This design comes from an exercise in tuning for a short achievable clock period and few clock cycles on the open sky130 flow, not from production work.
Function was checked by simulation only, so behaviour that the tests miss may differ from the original.

==> design.v <==
`default_nettype none
package lc4_isa_pkg;
   typedef logic [15:0] word_t;
   typedef logic [2:0]  reg_sel_t;
   localparam logic [3:0] OP_ARITH = 4'b0001;
   localparam logic [3:0] OP_LOGIC = 4'b0101;
   localparam logic [3:0] OP_LDR   = 4'b0110;
   localparam logic [3:0] OP_STR   = 4'b0111;
   localparam logic [3:0] OP_CONST = 4'b1001;
endpackage
`default_nettype wire
`default_nettype none
module lc4_decoder
(
   input  wire [15:0] i_insn,
   output wire [12:0] o_flags,
   output wire [31:0] o_masks
);
   logic       o_rs_alu;    
   logic       o_rt_re;     
   logic       o_rd_we;
   logic       o_ld;
   logic       o_st_op;
   logic       o_mul;
   logic       o_zero_a;    
   logic       o_use_imm;   
   logic [4:0] o_op;        
   wire [3:0] opc = i_insn[15:12];
   assign o_flags = {o_op, o_use_imm, o_zero_a, o_mul, o_st_op, o_ld, o_rd_we, o_rt_re, o_rs_alu};
   wire [7:0] rs1h = 8'd1 << i_insn[8:6];
   wire [7:0] rt1h = 8'd1 << i_insn[2:0];
   wire [7:0] rd1h = 8'd1 << i_insn[11:9];
   assign o_masks = {{8{o_rd_we}} & rd1h,
                     {8{o_st_op}} & rd1h,
                     {8{o_ld | o_st_op}} & rs1h,
                     ({8{o_rs_alu}} & rs1h) | ({8{o_rt_re}} & rt1h)};
   always_comb begin
      o_rs_alu  = 1'b0;
      o_rt_re   = 1'b0;
      o_rd_we   = 1'b0;
      o_ld      = 1'b0;
      o_st_op   = 1'b0;
      o_mul     = 1'b0;
      o_zero_a  = 1'b0;
      o_use_imm = 1'b0;
      o_op      = 5'b00001;
      case (opc)
         4'b0001: begin
            if (i_insn[5]) begin   
               o_rs_alu  = 1'b1;
               o_rd_we   = 1'b1;
               o_use_imm = 1'b1;
            end else if (i_insn[4:3] != 2'b11 && i_insn[5:3] != 3'b011) begin
               o_rs_alu = 1'b1;
               o_rt_re  = 1'b1;
               o_rd_we  = 1'b1;
               o_mul    = (i_insn[5:3] == 3'b001);
               o_op     = (i_insn[5:3] == 3'b010) ? 5'b00010 : 5'b00001;
            end
         end
         4'b0101: begin
            if (i_insn[5:3] == 3'b000 || i_insn[5:3] == 3'b010 || i_insn[5:3] == 3'b011) begin
               o_rs_alu = 1'b1;
               o_rt_re  = 1'b1;
               o_rd_we  = 1'b1;
               o_op     = (i_insn[5:3] == 3'b000) ? 5'b00100 :
                          (i_insn[5:3] == 3'b010) ? 5'b01000 : 5'b10000;
            end
         end
         4'b0110: begin
            o_rd_we = 1'b1;
            o_ld    = 1'b1;
         end
         4'b0111: begin
            o_st_op = 1'b1;
         end
         4'b1001: begin
            o_rd_we   = 1'b1;
            o_zero_a  = 1'b1;
            o_use_imm = 1'b1;
         end
         default: ;
      endcase
   end
endmodule
`default_nettype wire
`default_nettype none
module mul_s1
(
   input  wire [15:0] i_a,
   input  wire [15:0] i_b,
   output wire [63:0] o_rows
);
   function automatic [31:0] csa(input [15:0] x, input [15:0] y, input [15:0] z);
      logic [15:0] s, c;
      s = x ^ y ^ z;
      c = (x & y) | (x & z) | (y & z);
      csa = {c[14:0], 1'b0, s};
   endfunction
   logic [15:0] row [0:7];
   logic [15:0] negs;
   logic [16:0] bx;
   logic        neg, one, two;
   logic [15:0] x;
   always_comb begin
      bx   = {i_b, 1'b0};
      negs = 16'h0000;
      for (int i = 0; i < 8; i++) begin
         neg = bx[2*i+2];
         one = bx[2*i+1] ^ bx[2*i];
         two = (bx[2*i+2] & ~bx[2*i+1] & ~bx[2*i]) | (~bx[2*i+2] & bx[2*i+1] & bx[2*i]);
         x   = ({16{one}} & i_a) | ({16{two}} & {i_a[14:0], 1'b0});
         row[i]      = ({16{neg}} ^ x) << (2*i);
         negs[2*i]   = neg;
      end
   end
   wire [31:0] l1_0 = csa(row[0], row[1], row[2]);
   wire [31:0] l1_1 = csa(row[3], row[4], row[5]);
   wire [31:0] l1_2 = csa(row[6], row[7], negs);
   wire [31:0] l2_0 = csa(l1_0[15:0],  l1_0[31:16], l1_1[15:0]);
   wire [31:0] l2_1 = csa(l1_1[31:16], l1_2[15:0],  l1_2[31:16]);
   assign o_rows = {l2_1, l2_0};
endmodule
module mul_s2
(
   input  wire [63:0] i_rows,
   output wire [15:0] o_p
);
   function automatic [31:0] csa(input [15:0] x, input [15:0] y, input [15:0] z);
      logic [15:0] s, c;
      s = x ^ y ^ z;
      c = (x & y) | (x & z) | (y & z);
      csa = {c[14:0], 1'b0, s};
   endfunction
   wire [31:0] l3 = csa(i_rows[15:0], i_rows[31:16], i_rows[47:32]);
   wire [31:0] l4 = csa(l3[15:0], l3[31:16], i_rows[63:48]);
   assign o_p = l4[15:0] + l4[31:16];
endmodule
`default_nettype wire
`default_nettype none
module lc4_superscalar
#(
   parameter logic [15:0] RESET_PC = 16'h8200
) (
   input  wire        gwe,
   input  wire        i_rst_n,
   output wire [15:0] o_cur_pc,         
   input  wire [15:0] i_insn_a,
   input  wire [15:0] i_insn_b,
   output wire [15:0] o_dmem_addr,
   input  wire [15:0] i_dmem_data,
   output wire        o_dmem_we,
   output wire [15:0] o_dmem_towrite
);
   logic [15:0] pc;
   logic [15:0] w   [0:2];       
   logic [12:0] wf  [0:2];       
   logic [31:0] wm  [0:2];       
   logic [15:0] rf  [0:7];
   logic        xa_we, xb_we, xa_mul, xb_mul, xa_ld, xb_ld;
   logic [2:0]  xa_rd, xb_rd;
   logic [4:0]  xa_op, xb_op;
   logic [15:0] xa_s, xa_t, xb_s, xb_t;
   logic [4:0]  xa_ss, xa_ts, xb_ss, xb_ts;   
   logic [15:0] ya_s, ya_t, yb_s, yb_t;
   logic [4:0]  ya_ss, ya_ts, yb_ss, yb_ts;
   logic        ma_we, mb_we, ma_mul, mb_mul;
   logic [2:0]  ma_rd, mb_rd;
   logic [15:0] ma_res, mb_res;
   logic [63:0] ma_rows, mb_rows;
   logic        wa_we, wb_we;
   logic [2:0]  wa_rd, wb_rd;
   logic [15:0] wa_res, wb_res;
   logic [15:0] dm_addr, dm_wdata;
   logic        dm_we;
   function automatic logic hit(input logic we, input logic [2:0] rd, input logic [2:0] r);
      hit = we && (rd == r);
   endfunction
   logic [7:0] h_alu, h_base, h_st;
   function automatic logic [4:0] bsel(input logic use_it, input logic [2:0] r);
      logic m_b, m_a, w_b, w_a;
      m_b = use_it & hit(xb_we, xb_rd, r);
      m_a = use_it & ~m_b & hit(xa_we, xa_rd, r);
      w_b = use_it & ~m_b & ~m_a & hit(mb_we, mb_rd, r);
      w_a = use_it & ~m_b & ~m_a & ~w_b & hit(ma_we, ma_rd, r);
      bsel = {~(m_b | m_a | w_b | w_a), w_a, w_b, m_a, m_b};
   endfunction
   function automatic logic [6:0] add6(input logic [5:0] x, input logic [5:0] y);
      logic [5:0] g, p, g1, p1, g2, p2, g3;
      g = x & y;
      p = x ^ y;
      g1 = g | (p & {g[4:0], 1'b0});
      p1 = p & {p[4:0], 1'b1};
      g2 = g1 | (p1 & {g1[3:0], 2'b00});
      p2 = p1 & {p1[3:0], 2'b11};
      g3 = g2 | (p2 & {g2[1:0], 4'b0000});
      add6 = {g3[5], p ^ {g3[4:0], 1'b0}};
   endfunction
   function automatic logic [15:0] addoff(input logic [15:0] base, input logic [5:0] off);
      logic [6:0] lo;
      logic       up, dn;
      lo = add6(base[5:0], off);
      up = lo[6] & ~off[5];
      dn = ~lo[6] & off[5];
      addoff[5:0]  = lo[5:0];
      addoff[15:6] = ({10{up}} & (base[15:6] + 10'd1)) | ({10{dn}} & (base[15:6] - 10'd1)) |
                     ({10{~up & ~dn}} & base[15:6]);
   endfunction
   function automatic logic [15:0] agu(input logic [2:0] r, input logic [15:0] rfv, input logic [5:0] off);
      logic [15:0] s_rf, s_ma, s_mb;
      logic        sel_ma, sel_mb;
      s_rf = addoff(rfv, off);
      s_ma = addoff(ma_res, off);
      s_mb = addoff(mb_res, off);
      sel_mb = hit(mb_we, mb_rd, r);
      sel_ma = ~sel_mb & hit(ma_we, ma_rd, r);
      agu = ({16{sel_mb}} & s_mb) | ({16{sel_ma}} & s_ma) | ({16{~sel_mb & ~sel_ma}} & s_rf);
   endfunction
   logic [2:0]  e_rs   [0:2];
   logic [2:0]  e_rt   [0:2];
   logic [2:0]  e_rd   [0:2];    
   logic        e_rsa  [0:2];    
   logic        e_rsr  [0:2];    
   logic        e_rtr  [0:2];
   logic        e_we   [0:2];
   logic        e_ld   [0:2];
   logic        e_st   [0:2];
   logic        e_mem  [0:2];
   logic        e_mul  [0:2];
   logic        e_zero [0:2];
   logic        e_imme [0:2];
   logic [4:0]  e_op   [0:2];
   logic [15:0] e_imm  [0:2];
   logic [15:0] e_rfs  [0:2];
   logic [15:0] e_rft  [0:2];
   logic [15:0] e_agu  [0:2];
   logic [4:0]  e_ss   [0:2];
   logic [4:0]  e_ts   [0:2];
   logic [4:0]  e_ms   [0:2];    
   logic [4:0]  e_mt   [0:2];
   logic        e_ok   [0:2];    
   always_comb begin
      for (int i = 0; i < 3; i++) begin
         e_rs[i]   = w[i][8:6];
         e_rt[i]   = w[i][2:0];
         e_rd[i]   = w[i][11:9];
         e_rsa[i]  = wf[i][0];
         e_rtr[i]  = wf[i][1];
         e_we[i]   = wf[i][2];
         e_ld[i]   = wf[i][3];
         e_st[i]   = wf[i][4];
         e_mul[i]  = wf[i][5];
         e_zero[i] = wf[i][6];
         e_imme[i] = wf[i][7];
         e_op[i]   = wf[i][12:8];
         e_mem[i]  = wf[i][3] | wf[i][4];
         e_rsr[i]  = wf[i][0] | wf[i][3] | wf[i][4];
         e_imm[i]  = wf[i][6] ? {{7{w[i][8]}}, w[i][8:0]} : {{11{w[i][4]}}, w[i][4:0]};
         e_rfs[i]  = rf[e_rs[i]];
         e_rft[i]  = rf[e_rt[i]];
         e_agu[i]  = agu(e_rs[i], e_rfs[i], w[i][5:0]);
         e_ss[i]   = bsel(e_rsa[i], e_rs[i]);
         e_ts[i]   = bsel(e_rtr[i], e_rt[i]);
         e_ms[i]   = bsel(1'b1, e_rs[i]);
         e_mt[i]   = bsel(1'b1, e_rt[i]);
         e_ok[i]   = ~|((wm[i][7:0] & h_alu) | (wm[i][15:8] & h_base) | (wm[i][23:16] & h_st));
      end
   end
   function automatic logic raw(input int o, input int y);   
      raw = |(wm[o][31:24] & (wm[y][7:0] | wm[y][15:8] | wm[y][23:16]));
   endfunction
   function automatic logic wx(input int o, input int y);    
      wx = |(wm[y][31:24] & (wm[o][7:0] | wm[o][15:8] | wm[o][23:16] | wm[o][31:24]));
   endfunction
   wire is0 = e_ok[0];
   wire is1 = e_ok[1] & ~raw(0, 1) & ~(e_mem[0] & e_mem[1]) & (is0 | ~wx(0, 1));
   wire is2 = e_ok[2] & ~(is0 & is1) & ~raw(0, 2) & ~raw(1, 2) &
              ~(e_mem[2] & (e_mem[0] | e_mem[1])) &
              (is0 | ~wx(0, 2)) & (is1 | ~wx(1, 2));
   wire ga  = is0 | is1;
   wire a1  = ~is0;
   wire gb  = (is0 & is1) | is2;
   wire b2  = is2;
   wire [12:0] fi_a, fi_b;
   wire [31:0] mi_a, mi_b;
   lc4_decoder u_dec_a (.i_insn(i_insn_a), .o_flags(fi_a), .o_masks(mi_a));
   lc4_decoder u_dec_b (.i_insn(i_insn_b), .o_flags(fi_b), .o_masks(mi_b));
   wire two = ga & gb;
   wire one = ga ^ gb;
   wire [15:0] pc_1 = pc + 16'd1;
   wire [15:0] pc_2 = pc + 16'd2;
   always_ff @(posedge gwe or negedge i_rst_n) begin
      if (!i_rst_n) begin
         pc <= RESET_PC;
         for (int i = 0; i < 3; i++) begin
            w[i]  <= '0;
            wf[i] <= '0;
            wm[i] <= '0;
         end
      end else begin
         pc <= ({16{two}} & pc_2) | ({16{one}} & pc_1) | ({16{~two & ~one}} & pc);
         if (is0) begin
            w[0]  <= is1 ? w[2]  : w[1];
            wf[0] <= is1 ? wf[2] : wf[1];
            wm[0] <= is1 ? wm[2] : wm[1];
         end
         if (two) begin
            w[1]  <= i_insn_a;
            wf[1] <= fi_a;
            wm[1] <= mi_a;
         end else if (is0 | is1) begin
            w[1]  <= w[2];
            wf[1] <= wf[2];
            wm[1] <= wm[2];
         end
         if (two) begin
            w[2]  <= i_insn_b;
            wf[2] <= fi_b;
            wm[2] <= mi_b;
         end else if (one) begin
            w[2]  <= i_insn_a;
            wf[2] <= fi_a;
            wm[2] <= mi_a;
         end
      end
   end
   assign o_cur_pc = pc;
   always_ff @(posedge gwe or negedge i_rst_n) begin
      if (!i_rst_n) begin
         xa_we  <= 1'b0;
         xb_we  <= 1'b0;
         xa_mul <= 1'b0;
         xb_mul <= 1'b0;
         xa_ld  <= 1'b0;
         xb_ld  <= 1'b0;
      end else begin
         xa_we  <= ga & (a1 ? e_we[1]  : e_we[0]);
         xb_we  <= gb & (b2 ? e_we[2]  : e_we[1]);
         xa_mul <= ga & (a1 ? e_mul[1] : e_mul[0]);
         xb_mul <= gb & (b2 ? e_mul[2] : e_mul[1]);
         xa_ld  <= ga & (a1 ? e_ld[1]  : e_ld[0]);
         xb_ld  <= gb & (b2 ? e_ld[2]  : e_ld[1]);
      end
   end
   always_ff @(posedge gwe) begin
      xa_rd <= a1 ? e_rd[1] : e_rd[0];
      xb_rd <= b2 ? e_rd[2] : e_rd[1];
      xa_op <= a1 ? e_op[1] : e_op[0];
      xb_op <= b2 ? e_op[2] : e_op[1];
      xa_s  <= a1 ? (e_zero[1] ? 16'h0000 : e_rfs[1]) : (e_zero[0] ? 16'h0000 : e_rfs[0]);
      xb_s  <= b2 ? (e_zero[2] ? 16'h0000 : e_rfs[2]) : (e_zero[1] ? 16'h0000 : e_rfs[1]);
      xa_t  <= a1 ? (e_imme[1] ? e_imm[1] : e_rft[1]) : (e_imme[0] ? e_imm[0] : e_rft[0]);
      xb_t  <= b2 ? (e_imme[2] ? e_imm[2] : e_rft[2]) : (e_imme[1] ? e_imm[1] : e_rft[1]);
      xa_ss <= a1 ? e_ss[1] : e_ss[0];
      xb_ss <= b2 ? e_ss[2] : e_ss[1];
      xa_ts <= a1 ? e_ts[1] : e_ts[0];
      xb_ts <= b2 ? e_ts[2] : e_ts[1];
   end
   wire [7:0] na_wm = a1 ? wm[1][31:24] : wm[0][31:24];
   wire [7:0] nb_wm = b2 ? wm[2][31:24] : wm[1][31:24];
   wire       na_mu = a1 ? e_mul[1] : e_mul[0];
   wire       nb_mu = b2 ? e_mul[2] : e_mul[1];
   wire [7:0] n_mx  = ({8{ga & na_mu}} & na_wm) | ({8{gb & nb_mu}} & nb_wm);
   wire [7:0] n_ax  = ({8{ga}} & na_wm) | ({8{gb}} & nb_wm);
   always_ff @(posedge gwe or negedge i_rst_n) begin
      if (!i_rst_n) begin
         h_alu  <= '0;
         h_base <= '0;
         h_st   <= '0;
      end else begin
         h_alu  <= n_mx;
         h_base <= n_ax | h_alu;
         h_st   <= n_mx | h_alu;
      end
   end
   always_ff @(posedge gwe) begin
      ya_s  <= a1 ? e_rfs[1] : e_rfs[0];
      ya_t  <= a1 ? e_rft[1] : e_rft[0];
      ya_ss <= a1 ? e_ms[1]  : e_ms[0];
      ya_ts <= a1 ? e_mt[1]  : e_mt[0];
      yb_s  <= b2 ? e_rfs[2] : e_rfs[1];
      yb_t  <= b2 ? e_rft[2] : e_rft[1];
      yb_ss <= b2 ? e_ms[2]  : e_ms[1];
      yb_ts <= b2 ? e_mt[2]  : e_mt[1];
   end
   function automatic logic [15:0] byp(input logic [4:0] s, input logic [15:0] v);
      byp = ({16{s[0]}} & mb_res) | ({16{s[1]}} & ma_res) |
            ({16{s[2]}} & wb_res) | ({16{s[3]}} & wa_res) | ({16{s[4]}} & v);
   endfunction
   function automatic logic [15:0] alu(input logic [4:0] op, input logic [15:0] s, input logic [15:0] t);
      alu = ({16{op[0]}} & (s + t)) | ({16{op[1]}} & (s - t)) | ({16{op[2]}} & (s & t)) |
            ({16{op[3]}} & (s | t)) | ({16{op[4]}} & (s ^ t));
   endfunction
   wire [15:0] xa_res = xa_ld ? i_dmem_data : alu(xa_op, byp(xa_ss, xa_s), byp(xa_ts, xa_t));
   wire [15:0] xb_res = xb_ld ? i_dmem_data : alu(xb_op, byp(xb_ss, xb_s), byp(xb_ts, xb_t));
   wire [63:0] xa_rows, xb_rows;
   mul_s1 u_mul1_a (.i_a(byp(ya_ss, ya_s)), .i_b(byp(ya_ts, ya_t)), .o_rows(xa_rows));
   mul_s1 u_mul1_b (.i_a(byp(yb_ss, yb_s)), .i_b(byp(yb_ts, yb_t)), .o_rows(xb_rows));
   always_ff @(posedge gwe or negedge i_rst_n) begin
      if (!i_rst_n) begin
         ma_we  <= 1'b0;
         mb_we  <= 1'b0;
         ma_mul <= 1'b0;
         mb_mul <= 1'b0;
      end else begin
         ma_we  <= xa_we;
         mb_we  <= xb_we;
         ma_mul <= xa_mul;
         mb_mul <= xb_mul;
      end
   end
   always_ff @(posedge gwe) begin
      ma_rd  <= xa_rd;
      mb_rd  <= xb_rd;
      ma_res <= xa_res;
      mb_res <= xb_res;
      if (xa_mul) ma_rows <= xa_rows;
      if (xb_mul) mb_rows <= xb_rows;
   end
   wire [15:0] ma_prod, mb_prod;
   mul_s2 u_mul2_a (.i_rows(ma_rows), .o_p(ma_prod));
   mul_s2 u_mul2_b (.i_rows(mb_rows), .o_p(mb_prod));
   wire [15:0] ma_fin = ma_mul ? ma_prod : ma_res;
   wire [15:0] mb_fin = mb_mul ? mb_prod : mb_res;
   always_ff @(posedge gwe or negedge i_rst_n) begin
      if (!i_rst_n) begin
         for (int i = 0; i < 8; i++) rf[i] <= 16'h0000;
      end else begin
         if (ma_we) rf[ma_rd] <= ma_fin;
         if (mb_we) rf[mb_rd] <= mb_fin;   
      end
   end
   always_ff @(posedge gwe or negedge i_rst_n) begin
      if (!i_rst_n) begin
         wa_we <= 1'b0;
         wb_we <= 1'b0;
      end else begin
         wa_we <= ma_we;
         wb_we <= mb_we;
      end
   end
   always_ff @(posedge gwe) begin
      wa_rd  <= ma_rd;
      wb_rd  <= mb_rd;
      wa_res <= ma_fin;
      wb_res <= mb_fin;
   end
   wire [1:0]  om      = e_mem[0] ? 2'd0 : e_mem[1] ? 2'd1 : 2'd2;
   wire [2:0]  mw_sd   = (om == 2'd0) ? e_rd[0] : (om == 2'd1) ? e_rd[1] : e_rd[2];
   wire [15:0] mw_addr = (om == 2'd0) ? e_agu[0] : (om == 2'd1) ? e_agu[1] : e_agu[2];
   wire [15:0] mw_data = hit(xb_we, xb_rd, mw_sd) ? xb_res :
                         hit(xa_we, xa_rd, mw_sd) ? xa_res :
                         hit(mb_we, mb_rd, mw_sd) ? mb_res :
                         hit(ma_we, ma_rd, mw_sd) ? ma_res : rf[mw_sd];
   always_ff @(posedge gwe or negedge i_rst_n) begin
      if (!i_rst_n) begin
         dm_we <= 1'b0;
      end else begin
         dm_we <= (is0 & e_st[0]) | (is1 & e_st[1]) | (is2 & e_st[2]);
      end
   end
   always_ff @(posedge gwe) begin
      dm_addr  <= mw_addr;
      dm_wdata <= mw_data;
   end
   assign o_dmem_addr    = dm_addr;
   assign o_dmem_we      = dm_we;
   assign o_dmem_towrite = dm_wdata;
endmodule
`default_nettype wire
==> flow/run.sh <==
#!/bin/bash
# The standard layout (the standard.sh: ORFS synthesis to final layout)
# with timing repair aimed at a period below the constraint: repair_timing
# keeps working on paths until their slack is at least SETUP_SLACK_MARGIN.
# Everything else, the constraints included, is as in the standard flow.
set -euo pipefail
MARGIN=6.0
bash standard.sh SETUP_SLACK_MARGIN=$MARGIN finish > run_standard.log 2>&1
==> standard.sh <==
#!/bin/bash
# synth_recipe.tcl (not shown) runs the flow's synth.tcl, then flattens the netlist and writes it again
# the make line also repeats each setting of config.mk as NAME=value (left out here)
make -C /OpenROAD-flow-scripts/flow DESIGN_CONFIG=/design/flow/config.mk WORK_HOME=/design/flow/orfs CLKGATE_MAP_FILE= SYNTH_SCRIPT=/design/flow/synth_recipe.tcl "${@:-finish}"
==> config.mk <==
export PLATFORM = sky130hd
export DESIGN_NAME = lc4_superscalar
export DESIGN_NICKNAME = lc4_superscalar
export VERILOG_FILES = /design/flow/design.v
export SDC_FILE = /design/flow/constraint.sdc
export NUM_CORES = 4
export LEC_CHECK = 0
export ABC_CLOCK_PERIOD_IN_PS = 3000
export CAP_MARGIN = 20
export CORE_MARGIN = 2
export CORE_UTILIZATION = 40
export PLACE_DENSITY = 0.6
export SLEW_MARGIN = 20
export TNS_END_PERCENT = 100
==> constraint.sdc <==
create_clock -name core_clock -period 9.0 [get_ports {gwe}]
set_input_delay 1.8000 -clock core_clock [delete_from_list [all_inputs] [get_ports {gwe}]]
set_output_delay 1.8000 -clock core_clock [all_outputs]
set_load 0.01 [all_outputs]
==> results.txt <==
Cell Area, Synth about 61000 um2; Placed Cells a little over 9k; Area Overhead vs Synth 38.63%; Hold Startpoint wf[0][2]$_DFFE_PN0N_; Vias/cell around 7; Setup TNS 0 ns; Req. time, crit path a little under 10 ns; Rows between 100 and 150; CTS tree done; Clock Sinks slightly above 700; Sequential Area approximately 17000 um2; post-synth top area share 14.31%; Reg-to-Reg End dm_addr[12]$_DFF_P_; ANT nets after route 0; status finished clean; clock latency at the later pin of the worst-skew pair around 0.80 ns; Die Height around 400 um; Max Clock Skew about 0.066 ns; Root Driver clkbuf_16; r2r worst-path depth 16; Die W approximately 400 um; HPWL after DPL about 230000 um; Yosys top cell by area dfrtp_1; GRT overflow 0; most common flop cell mapped by yosys dfrtp_1; dominant cells by area after synthesis dfrtp_1 (14%), dfxtp_1 (9.4%), nand2_1 (6.6%); Final Setup Violations 0; count of cell types in the netlist ~110; relative slew slack about 20%; Post-synth EDFFs 88; reg2reg setup slack 4.77 ns; Final Hold Viols 0; fraction of layout cells with a size suffix above 1 between 30% and 40%; WS Path Type flip-flop to flip-flop; routed vias between 70k and 80k; hold-critical path depth 2; worst min-delay path category flip-flop to flip-flop; initial core utilization 40.15%; gpl congestion around 1.1; Critical Path AT 4.86 ns; final core utilization 55.66%; vias in the first global route about 67k; crit path max fanout 8; fin nets between 8k and 9k; worst hold slack ~0.52 ns; PortBufs just under 100; launching point of the worst reg2reg path w[0][7]$_DFFE_PN0N_; flip-flop and latch count after synthesis a little over 700; wire per inst roughly 36 um; fin crit period ~4.2 ns; core area roughly 150000 um2; Ports 99; Fill cells 13.12k; fraction of the cycle the final worst path needs ~47%; Multi-input gate area ~47000 um2; initial antenna violation count 19; Die ar. ~160000 um2; Slew @ Worst Pin between 1 and 1.5 ns; Syn Area/Cell around 8.0 um2; RSZ-0062 raised after global routing true; WHS Endpoint xa_we$_DFF_PN0_; drt pass-1 iters 15; Syn Inst Count between 7k and 8k; sequential share of the synthesized area 28.15%; maximum achievable frequency approximately 240 MHz; first-pass GRT wire length about 500000 um; Worst setup EP type flip-flop; drt total wl around 370000 um; DRC 0; clock slew at reported path FFs around 0.06 ns; largest net degree at the start of global routing between 100 and 150; Non-Filler Instances roughly 10k; Setup crit start kind flip-flop; initial DRC count 12.82k; Pins Over Slew Limit 0; Longest Clk Path Bufs 3; TritonCTS buffer count between 80 and 90; Syn. warnings 32; H-tree depth 3; maxcap violations 0; ys async rst share between 40% and 50%; Global Route Usage Sum 44.26%; syn nets around 8k
worst max-delay path by stage:
stage          cells past startpoint                start                    end
4_1_cts                           17  w[0][6]$_DFFE_PN0N_    dm_addr[10]$_DFF_P_
5_1_grt                           17  w[0][6]$_DFFE_PN0N_    dm_addr[10]$_DFF_P_
2_1_floorplan                     21  w[0][8]$_DFFE_PN0N_    dm_addr[10]$_DFF_P_
6_report                          16  w[0][7]$_DFFE_PN0N_    dm_addr[12]$_DFF_P_
3_3_place_gp                      14  h_base[5]$_DFF_PN0_  wf[2][10]$_DFFE_PN0P_
3_5_place_dp                      14  h_base[5]$_DFF_PN0_  wf[2][10]$_DFFE_PN0P_
worst max-delay path, stage by stage (launching register included):
cell and delay (ns):
dfrtp_2 0.43, buf_12 0.15, inv_1 0.38, nand2_1 0.10, a221oi_1 0.24, a221oi_1 0.10, nor2_2 0.54, ha_1 0.37
inv_1 0.09, o21bai_1 0.08, a21o_1 0.23, ha_4 0.26, buf_4 0.13, buf_6 0.11, a222oi_1 0.41, o221ai_1 0.19
a211o_1 0.30
layout make-up:
type | instances | share of cell area [%]
clock buffer | 129 | 3.145
antenna | 18 | 0.05340
timing repair buffer | 1114 | 15.23
inverter | 317 | 1.497
sequential | 724 | 20.66
timing repair inverter | 4 | 0.07269
tap | 2030 | 3.011
clock inverter | 36 | 0.5266
multi-input combinational | 5890 | 55.80
sequential cells by signal (all words and copies together) (netlist names), 36 cells and up:
name / cells
ma_rows: 44
mb_rows: 44
rf: 128
w: 36
wf: 39
wm: 96
stage by stage:
step	setup WS [ns]	cell area, um2
6_report	4.773	84350
5_1_grt	4.763	84320
4_1_cts	4.855	79700
3_5_place_dp	2.974	64030
3_3_place_gp	3.011	64010
2_1_floorplan	4.976	63100
layout by cell type, fill, tap and decap left out, drive strengths merged, types with 36 or more instances in the layout:
master / instances
nor3: 97
and4: 39
ha: 252
a22oi: 217
o221ai: 86
a211oi: 74
edfxtp: 88
xnor2: 242
nand3: 132
mux2i: 252
fa: 89
clkbuf: 144
a22o: 36
a222oi: 44
dfxtp: 286
a31oi: 125
nand4: 157
nand2: 1075
a221oi: 152
or2: 39
o211ai: 132
clkdlybuf4s50: 44
mux2: 74
mux4: 49
nand2b: 75
and3: 51
a21o: 58
buf: 1039
inv: 319
xor2: 69
dfrtp: 348
nor2b: 59
a21oi: 452
o22ai: 201
o21ai: 573
nor2: 514
or3: 41
kinds of logic (layout without fill, tap and decap cells):
family | after synthesis | count (layout) | share of synthesized area, %
compound gates | 2466 | 2468 | 27.17
xor+xnor | 311 | 311 | 4.477
fa+ha+maj | 342 | 342 | 8.127
buf+inv | 1061 | 1600 | 6.914
flops | 724 | 724 | 28.15
mux | 374 | 375 | 7.325
other cells | 0 | 18 | 0
simple gates | 2371 | 2394 | 17.83
timing repair:
item	in CTS	in global routing
buffers inserted	616	163
resized for setup	1592	650
cloned	88	16
endpoints found under the setup margin	598	589
pin swaps	458	351
hold buffers	0	0
hold endpoints to repair	0	0
metal layers:
| layer | vias to the layer above | wire (um) | GRT usage, % |
|---|---|---|---|
| met5 | - | 222 | 0.1847 |
| met4 | 16 | 39510 | 35.33 |
| met3 | 1995 | 52670 | 17.29 |
| met2 | 6296 | 145600 | 62.39 |
| met1 | 34502 | 127900 | 53.38 |
| li1 | 29205 | - | - |
synth_stat cells (124+ instances only):
| cell type | number |
|---|---|
| a22oi_1 | 216 |
| o21ai_0 | 561 |
| dfrtp_1 | 348 |
| o22ai_1 | 187 |
| o211ai_1 | 131 |
| nor2_1 | 514 |
| a21oi_1 | 452 |
| a221oi_1 | 152 |
| ha_1 | 252 |
| a31oi_1 | 124 |
| nand3_1 | 129 |
| dfxtp_1 | 286 |
| xnor2_1 | 242 |
| nand4_1 | 156 |
| nand2_1 | 1070 |
| clkbuf_1 | 588 |
| inv_1 | 307 |
| mux2i_1 | 251 |
Testbench counts, summed over its fixed seeds: cycles 14,250.

-- separate check: timing with driven ports --
How much do the figures lean on ideal ports? The routed layout below was timed once more, with nothing changed but the port constraints. Step 1 assumes that a clkbuf_16 drives the clock port and a buf_2 every other input. Step 2 adds t to the input delays and takes it off the output delays; t is the mean of the earliest and latest rising clock arrival at the registers after step 1. Input paths then give back, and output paths get back, about the clock's delay inside the block. Three values: no drivers, after step 1, after step 2; two values: the first two.
shift t [ns]: 0.852
setup WS [ns]: 4.773 / 4.773 / 4.433
worst setup path after step 2: input to register
After both steps this run still meets setup and hold. For this run, drivers alone change the setup slack by 0.000 ns; drivers and shift together by -0.340 ns.
